What follows belongs to an exercise in optimizing a design on an open flow for small area, a short achievable clock period and few clock cycles; a production flow would make more cautious choices.
Only simulation tests tie the RTL to the original design; equivalence was not proved.
Power is estimated from default activity; no workload was simulated.

## delta
## rhythm_slot_regularity_tracker_unit
module rhythm_slot_regularity_tracker_unit (
    input  wire logic                 aclk,
    input  wire logic                 aresetn,
    input  wire logic                 s_valid,
    output logic                      s_ready,
    input  rsrt_pkg::rsrt_in_t             s_data,
    output logic                      m_valid,
    input  wire logic                 m_ready,
    output rsrt_pkg::rsrt_out_t                 m_data,
    input  wire logic                 cfg_valid,
    output logic                      cfg_ready,
    input  wire logic [rsrt_pkg::CFG_IDX_W-1:0] cfg_index,
    input  wire logic [15:0]          cfg_data
);
    localparam logic [1:0] T_ADD    = 2'd0;
    localparam logic [1:0] T_CLEAR  = 2'd1;
    localparam logic [1:0] T_SMOOTH = 2'd2;
    localparam logic [1:0] T_STEP   = 2'd3;
    localparam logic [3:0] SM_IDLE = 4'd0;
    localparam logic [3:0] SM_MUL  = 4'd1;
    localparam logic [3:0] SM_K    = 4'd2;
    localparam logic [3:0] SM_SW   = 4'd3;
    localparam logic [3:0] SM_SWE  = 4'd8;
    localparam logic [3:0] SM_2    = 4'd4;
    localparam logic [3:0] SM_3    = 4'd5;
    localparam logic [3:0] SM_4    = 4'd6;
    localparam logic [3:0] SM_5    = 4'd7;
    assign cfg_ready = 1'b1;
    logic [7:0]  hist [16];
    logic [7:0]  refr [16];
    logic [7:0]  mean_r;
    logic [15:0] score_r;
    logic [7:0]  act_r;
    logic [7:0]  lim_r;       
    logic        lim_small;   
    logic [15:0] nz_r;
    logic        rq_v;
    logic [1:0]  rq_t;
    logic [15:0] rq_o;
    logic [7:0]  rq_a;
    logic        ex_v;
    logic [1:0]  ex_t;
    logic [15:0] ex_o;
    logic [7:0]  ex_a;
    logic [7:0]  ex_h;
    logic [7:0]  ex_r;
    logic        srdy_r;
    logic        mv_r;
    logic [35:0] out_r;
    logic        sk_v;
    logic        sk_smo;
    logic [1:0]  sk_case;
    logic [7:0]  pk_r;
    logic [7:0]  lv_r;
    logic [6:0]  p3q_r;
    logic        p3c_r;
    logic        raise_r;
    logic        raise;
    logic        p3_ok;
    logic [3:0]  sm_st;
    logic [7:0]  acc_r;
    logic        sv_r;
    logic [11:0] csa_r, csb_r;
    logic [4:0]  cn_r;
    logic        dis_r;
    logic [7:0]  raw_r;
  ...
export LEC_CHECK = 0
export CAP_MARGIN = 20
export CORE_MARGIN = 2
export CORE_UTILIZATION = 40
export SLEW_MARGIN = 20
create_clock -name core_clock -period 10.0 [get_ports {aclk}]
run.sh (not shown) runs the stock make flow with config.mk's settings and CLKGATE_MAP_FILE= SYNTH_SCRIPT=/design/flow/synth_recipe.tcl, a recipe that flattens the netlist after the stock synthesis.
Testbench counts of delta, summed over its fixed seeds: cycles 24,435.
Here is what was changed in the inputs of epsilon compared with delta.
-- flow/design.v --
<<< delta, line 319
    assign d1_o  = r4(d1_s[11:6], cn_r, d1_n3);
    logic [5:0] d2_a, d2_b;
    logic [5:0] d2_bk [4];
    always_comb begin
        logic [3:0] ck [4];
        ck[0] = p1r_r[7:4];
        ck[1] = p1r_r[7:4] - p1n_r[3:0];
        ck[2] = p1r_r[7:4] - {p1n_r[2:0], 1'b0};
        ck[3] = p1r_r[7:4] - p1n3_r[3:0];
        for (int k = 0; k < 4; k++) d2_bk[k] = r4({ck[k], p1r_r[3:2]}, p1n_r, p1n3_r);
    end
    assign d2_a = r4(p1r_r[9:4], p1n_r, p1n3_r);
    assign d2_b = d2_bk[d2_a[5:4]];
    logic [5:0] d3_o;
    logic [7:0] d3_q;
>>> epsilon, line 319
    assign d1_o  = r4(d1_s[11:6], cn_r, d1_n3);
    logic [5:0] d2_a, d2_b;
    assign d2_a = r4(p1r_r[9:4], p1n_r, p1n3_r);
    assign d2_b = r4({d2_a[3:0], p1r_r[3:2]}, p1n_r, p1n3_r);
    logic [5:0] d3_o;
    logic [7:0] d3_q;
<<< delta, line 502
    end
    always_ff @(posedge aclk) begin
        p1q_r  <= d1_o[5:4];
        p1r_r  <= {d1_o[3:0], d1_s[5:0]};
        p1n_r  <= cn_r;
        p1n3_r <= d1_n3;
    end
    always_ff @(posedge aclk) begin
        if (sm_run) begin
            if (sm_st == SM_IDLE) acc_r <= 8'd0;
>>> epsilon, line 493
    end
    always_ff @(posedge aclk) begin
        if (sm_run) begin
            if (sm_st == SM_IDLE) acc_r <= 8'd0;
<<< delta, line 521
            if (k_cyc) dis_r <= |(kill & nz);
            if (k2)    dis_r <= 1'b1;
            if (sm_st == SM_3 || sm_st == SM_4) begin
                p2q_r  <= {p1q_r, d2_a[5:4], d2_b[5:4]};
>>> epsilon, line 506
            if (k_cyc) dis_r <= |(kill & nz);
            if (k2)    dis_r <= 1'b1;
            if (sm_st == SM_2 || sm_st == SM_3) begin
                p1q_r  <= d1_o[5:4];
                p1r_r  <= {d1_o[3:0], d1_s[5:0]};
                p1n_r  <= cn_r;
                p1n3_r <= d1_n3;
            end
            if (sm_st == SM_3 || sm_st == SM_4) begin
                p2q_r  <= {p1q_r, d2_a[5:4], d2_b[5:4]};
## What came out
Non-clock buffer count delta for epsilon relative to delta: 2.6% higher
In epsilon, met2 usage is higher than in delta.
epsilon ended up with edfxtp_1 as its most common library cell in the layout ignoring fill and taps; delta ended up with nor2_1.
Compare epsilon and delta | part of the power in combinational logic higher: delta
On slack of the critical path, the higher figure sits with delta, not epsilon.
On routed wire length, epsilon and delta are basically level.
Changes observed in epsilon relative to delta: layout overhead on the synthesized area shows no meaningful change; data required time of the worst path went down 0.07 ns.
Run comparison: delta cell with the largest stage delay on the worst path fa_1; epsilon cell with the largest stage delay on the worst path dfxtp_1
Testbench counts of epsilon, summed over its fixed seeds: cycles 24,435.

==> re-timing with driven ports <==
No port has a modelled driver above. Below, the same layouts with a new extraction and two added sets of constraints. Step 1 assumes that a clkbuf_16 drives the clock port and a buf_2 every other input. Step 2 moves the port delays by t, midway between the first and last clock arrival at a register: inputs arrive t later, outputs are due t later. That takes back most of the time a late clock gives input paths. Slacks: no drivers / after step 1 / after step 2; pairs: no drivers / after step 1.
run	shift t [ns]	setup slack, ns	latest minus earliest clock arrival (ns)	slew at the worst register clock pin (ns)	cell pins on the clock port's net
delta	0.681	5.703 / 5.703 / 5.273	0.026 / 0.026	0.07 / 0.07	1
epsilon	0.693	5.472 / 5.472 / 5.388	0.038 / 0.039	0.07 / 0.07	1
After both steps setup and hold are still met in every run listed. For delta, which loses most, drivers alone change the setup slack by 0.000 ns; drivers and shift together by -0.430 ns.
